Source: an optimization exercise on an open RTL-to-GDS flow (aim: small area and few clock cycles per item). Production flows keep margins and buffers that such runs may drop.
Function was checked by simulation only, so behaviour that the tests miss may differ from the original.

==> flow/design.v, too long to show whole: its modules and the start of the top module <==
// module barrel_math_pipe: 2085 lines
// module bmp_fa: 4 lines
// module bmp_ha: 4 lines
// module bmp_hn: 4 lines
module barrel_math_pipe #(
  parameter int H_RES   = 1080,
  parameter int V_RES   = 960,
  parameter int COORD_W = 12,
  parameter int FRAC_W  = 3,
  parameter int K_SHIFT = 24
) (
  input  logic               clk,
  input  logic               reset,
  input  logic               gen_en,
  input  logic [1:0]         mode,
  input  logic [15:0]        k_coef,
  output logic [31:0]        tIn_tdata,
  output logic               tIn_tvalid,
  input  logic               tIn_tready,
  input  logic [31:0]        tOut_tdata,
  input  logic               tOut_tvalid,
  output logic               tOut_tready,
  output logic [31:0]        rCin_tdata,
  output logic [15:0]        rPin_tdata,
  output logic               rCin_tvalid,
  output logic               rPin_tvalid,
  input  logic               rCin_tready,
  input  logic               rPin_tready,
  input  logic [31:0]        rOut_tdata,
  input  logic               rOut_tvalid,
  output logic               rOut_tready,
  output logic [COORD_W-1:0] xOut,
  output logic [COORD_W-1:0] yOut,
  output logic               addr_vld,
  input  logic               mem_ready,
  output logic               clipped,
  output logic               frame_done
);
  // ...
==> flow/flow/run.sh <==
#!/bin/bash
# Standard layout with smaller port buffers, no CTS dummy loads and area recovery after
# global routing. Each ORFS step keeps its own log under orfs/logs/; make's output goes to
# flow_make.log.
set -euo pipefail
bash standard.sh \
  'BUFFER_PORTS_ARGS=-buffer_cell sky130_fd_sc_hd__buf_1' \
  'CTS_ARGS=-sink_clustering_enable -repair_clock_nets -dont_use_dummy_load' \
  'RECOVER_POWER=100' \
  finish > flow_make.log 2>&1
==> flow/standard.sh <==
#!/bin/bash
# synth_recipe.tcl (not shown) runs the flow's synth.tcl, then flattens the netlist and writes it again
# the make line also repeats each setting of config.mk as NAME=value (left out here)
make -C /OpenROAD-flow-scripts/flow DESIGN_CONFIG=/design/flow/config.mk WORK_HOME=/design/flow/orfs CLKGATE_MAP_FILE= SYNTH_SCRIPT=/design/flow/synth_recipe.tcl "${@:-finish}"
==> flow/config.mk <==
export PLATFORM = sky130hd
export DESIGN_NAME = barrel_math_pipe
export DESIGN_NICKNAME = barrel_math_pipe
export VERILOG_FILES = /design/flow/design.v
export SDC_FILE = /design/flow/constraint.sdc
export NUM_CORES = 4
export LEC_CHECK = 0
export CAP_MARGIN = 20
export CORE_MARGIN = 2
export CORE_UTILIZATION = 40
export SLEW_MARGIN = 20
export SYNTH_HIERARCHICAL = 1
export SYNTH_MINIMUM_KEEP_SIZE = 0
==> flow/constraint.sdc <==
create_clock -name core_clock -period 9.0 [get_ports {clk}]
set_input_delay 1.8000 -clock core_clock [delete_from_list [all_inputs] [get_ports {clk}]]
set_output_delay 1.8000 -clock core_clock [all_outputs]
set_load 0.01 [all_outputs]
==> flow_metrics.tcl, run 1 <==
set metrics [dict create \
    ys_types 59 \
    clock_sinks 175 \
    yosys.area_share.simple_pct 15.15 \
    nFillCells 6812 \
    antenna_found_initial 0 \
    die_area_sq_um 74220 \
    seq_share_pct 16.01 \
    status "finished with violations" \
    dominant_cells "multi-input gates" \
    netlist.area_leader.share_pct 48.34 \
    cpPeakStageDelay_ns 0.58 \
    ff2ff_setup_slack_ns 0.42 \
    post-cts-setup-buffers 0 \
    final_common_cell "nand2_1" \
    cap_viol_max_count 2 \
    synth_top_family_by_area "adder cells" \
    top_layer "met4" \
    netlist_area_sq_um 28820 \
    grt_use_met2_pct 33.29 \
    ys.flop_type "edfxtp_1" \
    drv_slew 133 \
    hold_ws_ns 0.4088 \
    die_y_um 272.4 \
    grt_pass1_wl_um 118000 \
    syn-instance-count 2830 \
    nClkBuffers 17 \
    so.violations "max-capacitance violations, max-slew violations" \
    multi_input_area_share_pct 70.55 \
    inv_count 255 \
]
Testbench counts, summed over its fixed seeds: cycles 16,016, items 16,000.
==> run 2: changes to the inputs <==
==> flow/flow/run.sh (replaced) <==
#!/bin/bash
# Standard layout with smaller port buffers, and no CTS dummy loads.
# Each ORFS step keeps its own log under orfs/logs/; make's output goes to
# flow_make.log.
set -euo pipefail
bash standard.sh \
  'BUFFER_PORTS_ARGS=-buffer_cell sky130_fd_sc_hd__buf_1' \
  'CTS_ARGS=-sink_clustering_enable -repair_clock_nets -dont_use_dummy_load' \
  finish > flow_make.log 2>&1
==> run 2 against run 1 <==
Effect of this change: the run now finishes clean; non-clock buffer count did not move; area after synthesis did not move; setup slack got worse by 0.012 ns; via count rose by 0.44%; routed wire length rose by 0.12%; final area rose by 0.16%; cell count did not move; fmax fell by 0.14%; synthesized cell count did not move; critical endpoint is now rCin_tdata[14].
==> flow_metrics.tcl, run 2 <==
set metrics [dict create \
    synth_area_leaders "fa_1, edfxtp_1, nand2_1" \
    synth_edf_count 149 \
    clk_pin_slew_ns 0.08 \
    hold_violations 0 \
    status "no timing/DRC/antenna violations" \
    synthArstFlopShare_pct 0 \
    crit_fanout 9 \
    fmax_mhz 116.3 \
    finalSetupTns_ns 0 \
    ctsHoldBuffers 0 \
    final_cells 3900 \
    drive_gt1_share_pct 5.254 \
    cts_tree "built" \
    final_common_cell "nand2_1" \
    grt_pass1_wl_um 118000 \
    antenna_found_initial 0 \
    die_y_um 272.4 \
    wl_per_cell_um 18.45 \
    yosys-mux-area-fraction_pct 0.06945 \
    synthAdderAreaFrac_pct 54.85 \
    drc 0 \
    start_kind "flip-flop" \
    rows 98 \
    ant_nets 0 \
    yosysWarnings 7 \
    r2r-end "scb[14]$_DFFE_PP_" \
    ys_ff_latch 175 \
    grt_pass1_vias 21860 \
    regMostFlops "sqa" \
    cts-root-buf "clkbuf_16" \
    dr_total_vias 20110 \
    htree_levels 4 \
    crit_path_end "rCin_tdata[14]" \
    synth_xor_area_share_pct 2.036 \
    die_x_um 272.4 \
    wirelength_um 71950 \
    syn_avg_cell_area_sq_um 10.19 \
    grt_overflow 0 \
    setup_slack_ns 0.4047 \
    slew_headroom_pct 37.17 \
    netlist_area_sq_um 28820 \
    drtIter0Drc 1591 \
    vias_per_cell 5.155 \
    cp_data_required_time_ns 7.20 \
    cts_made_buffers 17 \
    crit_path_start "rb[6]$_DFFE_PP_" \
    synth_compound_area_share_pct 3.976 \
    clockBufferDepth 2 \
    grt_start_max_net_pins 72 \
    globalplace.congestion 0.8632 \
    rsz0062_at_grt "no" \
    insertion_delay_ns 0.48 \
    fin_crit_sh_pct 95.50 \
    yosysSeqAreaShare_pct 17.33 \
    hold_class "reg -> reg" \
    port_buffers 171 \
    ys.flop_type "edfxtp_1" \
    tightest_slew_ns 0.9425 \
    synth_top_family_by_area "adder cells" \
    netlist.area_leader.share_pct 48.34 \
    ff2ff_setup_slack_ns 0.46 \
    end_kind "output port" \
    utilization_pct 43.80 \
    syn-instance-count 2830 \
    yosysMostFrequentCell "nand2_1" \
    start_util_pct 40.39 \
    nets 3889 \
    worstSetupPathType "reg -> out" \
    dpl_cell_area_sq_um 30730 \
    r2r-start "ra[0]$_DFFE_PP_" \
    setup-violations-final 0 \
    synthDominantAreaCellType "fa_1" \
    area_growth_pct 8.434 \
    core_sq_um 71360 \
    hold_ws_ns 0.4090 \
    grt.total_usage_pct 20.36 \
    clock_skew_ns 0.02729 \
    fin_crit_ns 8.595 \
    ys_types 59 \
    placed_cells 3875 \
    yosys.area_share.simple_pct 15.15 \
    hold_depth 0 \
    cap_viol_max_count 0 \
    ioPinCount 203 \
    largest_reg_flops 30 \
    drv_slew 0 \
    most-common-layout-cells "nand2_1, fa_1, inv_1" \
    arrival_ns 6.80 \
    design_area_sq_um 31260 \
    n_antenna_cell 0 \
    place_hpwl_um 57450 \
    synthTopCellsByCount "nand2_1, fa_1, inv_1, clkbuf_1, ha_1" \
    first_pass_iters 5 \
    post-place-ws_ns 0.07812 \
    nFillCells 6799 \
    die_area_sq_um 74220 \
    r2r.worst_path.cells 31 \
    clock_sinks 175 \
]
[run 2: cell counts after synthesis]
No cell type changed its count.
[run 2: final cells by class]
cell class	count	area, sq um	share of cell area, %
inverters	255	957.2	3.062
repair buffers	296	1655	5.296
flip-flops and latches	175	4995	15.98
clock buffers	17	425.4	1.361
multi-input cells	2207	22030	70.50
well taps	950	1189	3.803
[run 2: routing by layer]
| layer | vias to the layer above | track usage, % | share of wire [%] |
|---|---|---|---|
| met5 | - | 0 | 0 |
| met4 | 0 | 5.003 | 1.8 |
| met3 | 76 | 4.038 | 7.5 |
| met2 | 752 | 33.29 | 48 |
| met1 | 10370 | 27.92 | 43 |
| li1 | 8909 | - | - |
[run 2: kinds of logic after synthesis]
group	count (synthesis)
flip-flops	175
XOR/XNOR	67
buffers and inverters	472
AO/OA/AOI/OAI	185
adder cells (fa/ha/maj)	846
AND/OR/NAND/NOR	1082
multiplexers	2
other	1
[run 2: critical path, stage by stage (launching register included)]
cell and delay, ns:
edfxtp_1 0.71, nand2_1 0.18, fa_1 0.54, fa_1 0.44, fa_1 0.50, fa_1 0.42, fa_1 0.45, fa_1 0.50
ha_1 0.34, a21o_1 0.19, a21o_1 0.18, a21oi_1 0.26, o21ai_0 0.13, a21o_1 0.19, nand2_1 0.05, o41ai_1 0.09
o41ai_2 0.34, fa_1 0.48, nand2b_1 0.15, buf_1 0.15
[run 2: timing repair]
item / in CTS / in global routing
setup buffers: 0 / 8
gates resized for setup: 0 / 3
setup endpoints to repair: 0 / 10
[run 2: worst min path at each step]
| stage | to | from |
|---|---|---|
| 2_1_floorplan | phb[0]$_DFFE_PP_ | pha[0]$_DFFE_PP_ |
| 3_3_place_gp | phb[5]$_DFFE_PP_ | pha[5]$_DFFE_PP_ |
| 3_5_place_dp | rb[2]$_DFFE_PP_ | ra[2]$_DFFE_PP_ |
| 4_1_cts | rb[9]$_DFFE_PP_ | ra[9]$_DFFE_PP_ |
| 5_1_grt | phb[9]$_DFFE_PP_ | pha[9]$_DFFE_PP_ |
| 6_report | rb[9]$_DFFE_PP_ | ra[9]$_DFFE_PP_ |
[run 2: per-module statistics from Yosys, one instance, submodules excluded]
module	flops+latches	times used	cell area, sq um
barrel_math_pipe	175	1	14710
bmp_hn	0	42	20.02
bmp_fa	0	663	20.02
==> run 3: changes to the inputs <==
--- a/flow/config.mk
+++ b/flow/config.mk
@@ -9,4 +9,5 @@
 export CORE_MARGIN = 2
 export CORE_UTILIZATION = 40
+export CTS_BUF_LIST = sky130_fd_sc_hd__clkbuf_8
 export SLEW_MARGIN = 20
 export SYNTH_HIERARCHICAL = 1
==> run 3 against run 2 <==
Effect of this change: still clean; critical path depth stayed put; area after synthesis stayed put; routed wire length stayed put; setup slack stayed put; sequential share of layout area stayed put; critical endpoint unchanged.
==> flow_metrics.tcl, run 3 <==
set metrics [dict create \
    fin_crit_ns 8.595 \
    vias_per_cell 5.155 \
    slew_headroom_pct 37.17 \
    grt.total_usage_pct 20.36 \
    n_antenna_cell 0 \
    dr_total_vias 20110 \
    place_hpwl_um 57450 \
    grt_pass1_wl_um 118000 \
    port_buffers 171 \
    yosysMostFrequentCell "nand2_1" \
    largest_reg_flops 30 \
    path_cells "nand2_1 > fa_1 > fa_1 > fa_1 > fa_1 > fa_1 > fa_1 > ha_1 > a21o_1 > a21o_1 > a21oi_1 > o21ai_0 > a21o_1 > nand2_1 > o41ai_1 > o41ai_2 > fa_1 > nand2b_1 > buf_1" \
    most-common-layout-cells "nand2_1, fa_1, inv_1" \
    crit_fanout 9 \
    cpPeakStageDelay_ns 0.71 \
    grt_start_max_net_pins 72 \
    path_common_cell "fa_1" \
    insertion_delay_ns 0.48 \
    cap_viol_max_count 0 \
    area_growth_pct 8.434 \
    hold_violations 0 \
    cts-root-buf "clkbuf_16" \
    crit_slowest_cell "edfxtp_1" \
    synth_area_leaders "fa_1, edfxtp_1, nand2_1" \
    antenna_found_initial 0 \
    top_layer "met4" \
    cp_data_required_time_ns 7.20 \
    clockBufferDepth 2 \
    start_util_pct 40.39 \
    wl_per_cell_um 18.45 \
    syn_avg_cell_area_sq_um 10.19 \
    dpl_cell_area_sq_um 30730 \
    start_kind "flip-flop" \
    hold_ws_ns 0.4090 \
    cts_made_buffers 17 \
    arrival_ns 6.80 \
    nFillCells 6799 \
    finalSetupTns_ns 0 \
    wl_met3_um 5373 \
    ant_nets 0 \
    netlist.area_leader.share_pct 48.34 \
    regMostFlops "sqa" \
    die_area_sq_um 74220 \
    synthTopCellsByCount "nand2_1, fa_1, inv_1, clkbuf_1, ha_1" \
    grt_overflow 0 \
    worstSetupPathType "reg -> out" \
    globalplace.congestion 0.8632 \
    yosysWarnings 7 \
    synth_edf_count 149 \
    cts_tree "built" \
    wirelength_met1_um 30950 \
    ctsHoldBuffers 0 \
    syn-instance-count 2830 \
    core_sq_um 71360 \
    first_pass_iters 5 \
    drtIter0Drc 1591 \
    drv_slew 0 \
    synthArstFlopShare_pct 0 \
    yosysSeqAreaShare_pct 17.33 \
    ys.flop_type "edfxtp_1" \
    ys_types 59 \
    drive_gt1_share_pct 5.254 \
    design_area_sq_um 31260 \
    clk_pin_slew_ns 0.08 \
    setup-violations-final 0 \
    wirelength_um 71950 \
    drc 0 \
    wl_met2_um 34320 \
    ioPinCount 203 \
    final_common_cell "nand2_1" \
    die_y_um 272.4 \
    netlist_area_sq_um 28820 \
    die_x_um 272.4 \
    clock_skew_ns 0.02729 \
    fin_crit_sh_pct 95.50 \
    rows 98 \
    end_kind "output port" \
    ys_ff_latch 175 \
    nets 3889 \
    hold_class "reg -> reg" \
    synthDominantAreaCellType "fa_1" \
    clock_sinks 175 \
    grt_pass1_vias 21860 \
    rsz0062_at_grt "no" \
    tightest_slew_ns 0.9425 \
    fmax_mhz 116.3 \
    htree_levels 4 \
    status "no timing/DRC/antenna violations" \
]
-- run 3: cell families after synthesis --
family	Yosys count	share of synthesized area, %
DFF	175	17.33
buffers and inverters	472	6.581
AOI/OAI and AO/OA	185	3.976
muxes	2	0.06946
xor gates and xnor gates	67	2.036
other	1	0.01301
and+or+nand+nor	1082	15.15
adders and majority gates	846	54.85
-- run 3: through the flow --
step,instances,setup slack (ns),utilization [%]
after floorplan,2854,0.9227,-
after global placement,3875,0.1205,43.06
after detailed placement,3875,0.07812,43.06
after CTS,3892,0.05922,43.65
after global routing,3900,0.005695,43.80
final,3900,0.4047,43.80
-- run 3: per-module statistics from Yosys (local to each module, per instance) --
module | cells | area [sq um] | times used
bmp_fa | 1 | 20.02 | 663
barrel_math_pipe | 2041 | 14710 | 1
bmp_hn | 3 | 20.02 | 42
-- run 3: path summary, 6_finish.rpt --
| kind | start | end | slack (ns) | depth (start not counted) |
|---|---|---|---|---|
| worst min-delay path | ra[9]$_DFFE_PP_ | rb[9]$_DFFE_PP_ | 0.41 | 0 |
| worst max register to register | ra[0]$_DFFE_PP_ | scb[14]$_DFFE_PP_ | 0.46 | 31 |
| worst min register to register | ra[9]$_DFFE_PP_ | rb[9]$_DFFE_PP_ | 0.41 | 0 |
| worst max-delay path | rb[6]$_DFFE_PP_ | rCin_tdata[14] | 0.40 | 19 |
-- run 3: per-layer routing --
metal  vias to the layer above  global-route usage, %
met5                         -                      0
met4                         0                  5.003
met3                        76                  4.038
met2                       752                  33.29
met1                     10370                  27.92
li1                       8909                      -
-- run 3: layout make-up --
cell class | instances | area [sq um] | area share [%]
flip-flops and latches | 175 | 4995 | 15.98
clock buffers | 17 | 425.4 | 1.361
well taps | 950 | 1189 | 3.803
multi-input cells | 2207 | 22030 | 70.50
repair buffers | 296 | 1655 | 5.296
inverters | 255 | 957.2 | 3.062
-- run 3: critical path, delay by kind of cell (launching register included) --
| kind | cells | cell delay (ns) |
|---|---|---|
| adder cells (fa/ha/maj) | 8 | 3.67 |
| AO/OA/AOI/OAI | 7 | 1.38 |
| flip-flops | 1 | 0.71 |
| AND/OR/NAND/NOR | 3 | 0.38 |
| buffers and inverters | 1 | 0.15 |
-- run 3: repair_timing --
item | in CTS | in global routing
buffers inserted | 0 | 8
setup endpoints to repair | 0 | 10
gates resized for setup | 0 | 3
==> run 4: changes to the inputs <==
--- a/flow/config.mk
+++ b/flow/config.mk
@@ -6,9 +6,9 @@
 export NUM_CORES = 4
 export LEC_CHECK = 0
-export CAP_MARGIN = 20
+export CAP_MARGIN = 5
 export CORE_MARGIN = 2
 export CORE_UTILIZATION = 40
 export CTS_BUF_LIST = sky130_fd_sc_hd__clkbuf_8
-export SLEW_MARGIN = 20
+export SLEW_MARGIN = 5
 export SYNTH_HIERARCHICAL = 1
 export SYNTH_MINIMUM_KEEP_SIZE = 0
==> run 4 against run 3 <==
Effect of this change: still clean; largest cell class unchanged; critical path depth is the same; utilization stayed put; sequential cell count stayed put; sequential share of layout area stayed put; global-route usage unchanged; highest routed layer unchanged; critical path type unchanged; cell count unchanged.
==> flow_metrics.tcl, run 4 <==
set metrics [dict create \
    syn_avg_cell_area_sq_um 10.19 \
    ff2ff_setup_slack_ns 0.46 \
    yosysSeqAreaShare_pct 17.33 \
    ctsHoldBuffers 0 \
    place_hpwl_um 57450 \
    grt_pass1_vias 21860 \
    final_common_cell "nand2_1" \
    yosysMostFrequentCell "nand2_1" \
    drive_gt1_share_pct 5.254 \
    regMostFlops "sqa" \
    most-common-layout-cells "nand2_1, fa_1, inv_1" \
    min_from "ra[9]$_DFFE_PP_" \
    grt_pass1_wl_um 118000 \
    ant_nets 0 \
    status "no timing/DRC/antenna violations" \
    crit_path_start "rb[6]$_DFFE_PP_" \
    synthDominantAreaCellType "fa_1" \
    arrival_ns 6.80 \
    nets 3889 \
    hold_end "rb[9]$_DFFE_PP_" \
    cap_viol_max_count 0 \
    yosysWarnings 7 \
    synthArstFlopShare_pct 0 \
    hold_class "reg -> reg" \
    setup_slack_ns 0.4047 \
    clk_pin_slew_ns 0.08 \
    fin_crit_ns 8.595 \
    crit_fanout 9 \
    ys.flop_type "edfxtp_1" \
    r2r-end "scb[14]$_DFFE_PP_" \
    worstSetupPathType "reg -> out" \
    die_x_um 272.4 \
    cts-root-buf "clkbuf_16" \
    insertion_delay_ns 0.48 \
    n_antenna_cell 0 \
    grt_start_max_net_pins 72 \
    antenna_found_initial 0 \
    htree_levels 4 \
    wl_per_cell_um 18.45 \
    fin_crit_sh_pct 95.50 \
    netlist_area_sq_um 28820 \
    ioPinCount 203 \
    setup-violations-final 0 \
    r2r.worst_path.cells 31 \
    die_area_sq_um 74220 \
    r2r-start "ra[0]$_DFFE_PP_" \
    synthTopCellsByCount "nand2_1, fa_1, inv_1, clkbuf_1, ha_1" \
    clock_skew_ns 0.02729 \
    netlist.area_leader.share_pct 48.34 \
    end_kind "output port" \
    cts_made_buffers 17 \
    syn-instance-count 2830 \
    ys_types 59 \
    core_sq_um 71360 \
    hold_violations 0 \
    synth_area_leaders "fa_1, edfxtp_1, nand2_1" \
    vias_per_cell 5.155 \
    hold_depth 0 \
    dr_total_vias 20110 \
    grt_overflow 0 \
    die_y_um 272.4 \
    start_kind "flip-flop" \
    cp_data_required_time_ns 7.20 \
    drtIter0Drc 1591 \
    ys_ff_latch 175 \
    globalplace.congestion 0.8632 \
    rsz0062_at_grt "no" \
    largest_reg_flops 30 \
    tightest_slew_ns 0.9425 \
    clockBufferDepth 2 \
    post-place-ws_ns 0.07812 \
    finalSetupTns_ns 0 \
    port_buffers 171 \
    slew_headroom_pct 37.17 \
    synth_edf_count 149 \
    clock_sinks 175 \
    final_cells 3900 \
    cts_tree "built" \
    area_growth_pct 8.434 \
    start_util_pct 40.39 \
    placed_cells 3875 \
    wirelength_um 71950 \
    drc 0 \
    fmax_mhz 116.3 \
    grt.total_usage_pct 20.36 \
    rows 98 \
    drv_slew 0 \
    first_pass_iters 5 \
]
==> run 4: cell counts after synthesis <==
Identical to the previous run, type by type.
==> run 4: cells by family (layout without fill, tap and decap cells) <==
family	Yosys count	count (layout)	synth area share (%)
fa+ha+maj	846	846	54.85
other cells	1	25	0.01301
simple gates	1082	1082	15.15
mux	2	2	0.06946
compound gates	185	185	3.976
flops	175	175	17.33
buf+inv	472	568	6.581
xor+xnor	67	67	2.036
==> run 4: per-stage QoR <==
step                utilization [%]  hold slack (ns)  cell area, sq um
finish                        43.80           0.4090             31260
global route                  43.80           0.4251             31260
CTS                           43.65           0.4053             31150
detailed placement            43.06           0.4045             30730
global placement              43.06           0.4003             30730
floorplan                         -           0.4003             28910
==> run 4: final cells by class <==
class	count	area, sq um
Fill cell	6799	40110
Multi-Input combinational cell	2207	22030
Sequential cell	175	4995
Timing Repair Buffer	296	1655
Tap cell	950	1189
Inverter	255	957.2
Clock buffer	17	425.4
==> run 4: repair_timing <==
action,in CTS,in global routing
buffers inserted,0,8
gates resized for setup,0,3
endpoints found under the setup margin,0,10
==> run 4: per-layer routing <==
metal / GRT usage, % / share of wire, % / wire (um)
met5: 0 / 0 / 0
met3: 4.038 / 7.5 / 5373
met2: 33.29 / 48 / 34320
met1: 27.92 / 43 / 30950
met4: 5.003 / 1.8 / 1305
==> run 4: how the worst max path moves through the flow <==
stage	cells past startpoint	slack (ns)	endpoint
floorplan	33	0.92	scb[12]$_DFFE_PP_
global placement	33	0.12	scb[12]$_DFFE_PP_
detailed placement	31	0.08	scb[14]$_DFFE_PP_
CTS	31	0.06	scb[14]$_DFFE_PP_
global route	30	0.006	scb[14]$_DFFE_PP_
finish	19	0.40	rCin_tdata[14]
==> run 4: critical path: stages, from the launching register on <==
cell and delay [ns]:
edfxtp_1 0.71, nand2_1 0.18, fa_1 0.54, fa_1 0.44
fa_1 0.50, fa_1 0.42, fa_1 0.45, fa_1 0.50
ha_1 0.34, a21o_1 0.19, a21o_1 0.18, a21oi_1 0.26
o21ai_0 0.13, a21o_1 0.19, nand2_1 0.05, o41ai_1 0.09
o41ai_2 0.34, fa_1 0.48, nand2b_1 0.15, buf_1 0.15
==> run 4: per-module statistics from Yosys, one instance, submodules excluded <==
module            times used  area, sq um  flip-flops and latches  cells
bmp_fa                   663        20.02                       0      1
bmp_hn                    42        20.02                       0      3
barrel_math_pipe           1        14710                     175   2041
==> run 5: changes to the inputs <==
==> flow/run.sh (new file) <==
#!/bin/bash
# synth_recipe.tcl (not shown) runs the flow's synth.tcl, then flattens the netlist and writes it again
# the make line also repeats each setting of config.mk as NAME=value (left out here)
make -C /OpenROAD-flow-scripts/flow DESIGN_CONFIG=/design/flow/config.mk WORK_HOME=/design/flow/orfs CLKGATE_MAP_FILE= SYNTH_SCRIPT=/design/flow/synth_recipe.tcl finish
--- a/flow/config.mk
+++ b/flow/config.mk
@@ -6,9 +6,8 @@
 export NUM_CORES = 4
 export LEC_CHECK = 0
-export CAP_MARGIN = 5
+export CAP_MARGIN = 20
 export CORE_MARGIN = 2
 export CORE_UTILIZATION = 40
-export CTS_BUF_LIST = sky130_fd_sc_hd__clkbuf_8
-export SLEW_MARGIN = 5
+export SLEW_MARGIN = 20
 export SYNTH_HIERARCHICAL = 1
 export SYNTH_MINIMUM_KEEP_SIZE = 0
removed: flow/flow/run.sh
removed: flow/standard.sh
==> run 5 against run 4 <==
Effect of this change: die area did not move; highest routed layer unchanged; sequential cell count did not move; fmax fell by 1.1%; clock skew fell by 0.011 ns.
==> flow_metrics.tcl, run 5 <==
set metrics [dict create \
    utilization_pct 46.20 \
    yosysMostFrequentCell "nand2_1" \
    first_pass_iters 5 \
    grt.total_usage_pct 21.39 \
    hold_ws_ns 0.4224 \
    arrival_ns 6.89 \
    syn_avg_cell_area_sq_um 10.19 \
    ys_ff_latch 175 \
    drv_slew 0 \
    drc 0 \
    netlist_area_sq_um 28820 \
    clockBufferDepth 2 \
    globalplace.congestion 0.8834 \
    placed_cells 3878 \
    largest_reg_flops 30 \
    tightest_slew_ns 0.9671 \
    cpPeakStageDelay_ns 0.57 \
    path_common_cell "fa_1" \
    final_cells 3960 \
    grt_pass1_vias 23100 \
    die_y_um 272.4 \
    nets 3934 \
    regMostFlops "sqa" \
    critical_path_cell_count 19 \
    insertion_delay_ns 0.50 \
    rows 98 \
    vias_per_cell 5.253 \
    ant_nets 0 \
    cts_tree "built" \
    cap_viol_max_count 0 \
    synth_edf_count 149 \
    clock_sinks 175 \
    fin_crit_sh_pct 96.60 \
    setup_slack_ns 0.3061 \
    grt_overflow 0 \
    end_kind "output port" \
    design_area_sq_um 32970 \
    synth_area_leaders "fa_1, edfxtp_1, nand2_1" \
    ys_types 59 \
    start_kind "flip-flop" \
    ys.flop_type "edfxtp_1" \
    nFillCells 6637 \
    grt_start_max_net_pins 67 \
    slew_headroom_pct 35.53 \
    wl_per_cell_um 19.47 \
    worstSetupPathType "reg -> out" \
    grt_pass1_wl_um 123500 \
    area_growth_pct 14.38 \
    htree_levels 4 \
    final_common_cell "nand2_1" \
    clk_pin_slew_ns 0.08 \
    hold_class "reg -> reg" \
    ioPinCount 203 \
    drive_gt1_share_pct 7.309 \
    yosysWarnings 7 \
    finalSetupTns_ns 0 \
    dpl_cell_area_sq_um 31780 \
    fin_crit_ns 8.694 \
    dr_total_vias 20800 \
    r2r.worst_path.cells 32 \
    yosysSeqAreaShare_pct 17.33 \
    clock_skew_ns 0.01674 \
    cp_data_required_time_ns 7.20 \
    crit_family "adder cells" \
    die_x_um 272.4 \
    die_area_sq_um 74220 \
    start_util_pct 40.39 \
    cts_made_buffers 17 \
    antenna_found_initial 0 \
    post-place-ws_ns -0.07301 \
    path_cells "nand2_1 > fa_1 > fa_1 > fa_1 > fa_1 > fa_1 > fa_1 > ha_1 > a21o_1 > a21o_1 > a21oi_2 > o21ai_0 > a21o_1 > nand2_1 > o41ai_2 > o41ai_2 > fa_1 > nand2b_1 > clkdlybuf4s50_1" \
    seq_area_sq_um 4995 \
    port_buffers 171 \
    drtIter0Drc 1557 \
    status "no timing/DRC/antenna violations" \
    hold_depth 0 \
    place_hpwl_um 60950 \
    synthArstFlopShare_pct 0 \
    crit_buf_inv 1 \
    cts-root-buf "clkbuf_16" \
    fmax_mhz 115.0 \
    syn-instance-count 2830 \
    ctsHoldBuffers 0 \
    hold_violations 0 \
    multi_input_area_sq_um 22070 \
    core_sq_um 71360 \
    n_antenna_cell 0 \
    setup-violations-final 0 \
    wirelength_um 77100 \
    netlist.area_leader.share_pct 48.34 \
    crit_slowest_cell "fa_1" \
    synthDominantAreaCellType "fa_1" \
    most-common-layout-cells "nand2_1, fa_1, inv_1" \
    synthTopCellsByCount "nand2_1, fa_1, inv_1, clkbuf_1, ha_1" \
    crit_fanout 6 \
]
run 5: cell counts after synthesis:
No cell type changed its count.
run 5: final cells by class:
cell class | count | share of cell area (%)
Inverter | 255 | 2.903
Clock buffer | 17 | 1.290
Tap cell | 950 | 3.605
Timing Repair Buffer | 341 | 9.495
Sequential cell | 175 | 15.15
Clock inverter | 15 | 0.6224
Multi-Input combinational cell | 2207 | 66.93
run 5: kinds of logic (layout without fill, tap and decap cells):
| logic type | Yosys count | after routing | share of synthesized area [%] |
|---|---|---|---|
| xor gates and xnor gates | 67 | 67 | 2.036 |
| AOI/OAI and AO/OA | 185 | 185 | 3.976 |
| other | 1 | 25 | 0.01301 |
| adders and majority gates | 846 | 846 | 54.85 |
| buffers and inverters | 472 | 628 | 6.581 |
| DFF | 175 | 175 | 17.33 |
| and+or+nand+nor | 1082 | 1082 | 15.15 |
| muxes | 2 | 2 | 0.06946 |
run 5: per-module statistics from Yosys, one instance, submodules excluded:
module            flops+latches  times used  cells
bmp_hn                        0          42      3
barrel_math_pipe            175           1   2041
bmp_fa                        0         663      1
run 5: timing repair:
| action | CTS | global route |
|---|---|---|
| pin swaps | 0 | 4 |
| resized for setup | 1 | 11 |
| endpoints found under the hold margin | 0 | 0 |
| setup endpoints to repair | 3 | 24 |
| buffers inserted | 6 | 44 |
run 5: per-layer routing:
| metal | vias up | track usage [%] | wire (um) |
|---|---|---|---|
| met5 | - | 0 | 0 |
| met4 | 0 | 7.447 | 2172 |
| met3 | 133 | 4.831 | 6157 |
| met2 | 894 | 36.19 | 38190 |
| met1 | 10770 | 27.03 | 30580 |
| li1 | 9002 | - | - |
run 5: final timing paths:
check | slack [ns] | to | from
setup / recovery | 0.31 | rCin_tdata[14] | rb[1]$_DFFE_PP_
hold / removal | 0.42 | phb[10]$_DFFE_PP_ | pha[10]$_DFFE_PP_
setup reg to reg | 0.31 | scb[13]$_DFFE_PP_ | ka[8]$_DFFE_PP_
hold reg to reg | 0.42 | phb[10]$_DFFE_PP_ | pha[10]$_DFFE_PP_

==> static timing again, ports no longer ideal <==
Ports are ideal in the flow. The routed layouts listed here were re-timed in OpenROAD.
Step 1: set_driving_cell puts a clkbuf_16 on clk and a buf_2 on each other input, an assumption about the parent block.
Step 2 times the ports against the registers' clock, not the clock port: input delays grow and output delays shrink by t, the midpoint of the rising clock arrivals with the driver on.
a / b / c = no drivers / after step 1 / after step 2; a / b = the first two.
run	t, ns	setup WS [ns]	worst setup path at the end	worst register clock-pin slew, ns
run 1	0.520	0.417 / 0.410 / 0.417	register to register	0.08 / 0.08
run 2	0.520	0.405 / 0.353 / 0.455	register to register	0.08 / 0.08
run 3	0.520	0.405 / 0.353 / 0.455	register to register	0.08 / 0.08
run 4	0.520	0.405 / 0.353 / 0.455	register to register	0.08 / 0.08
run 5	0.542	0.306 / 0.253 / 0.315	register to register	0.09 / 0.09
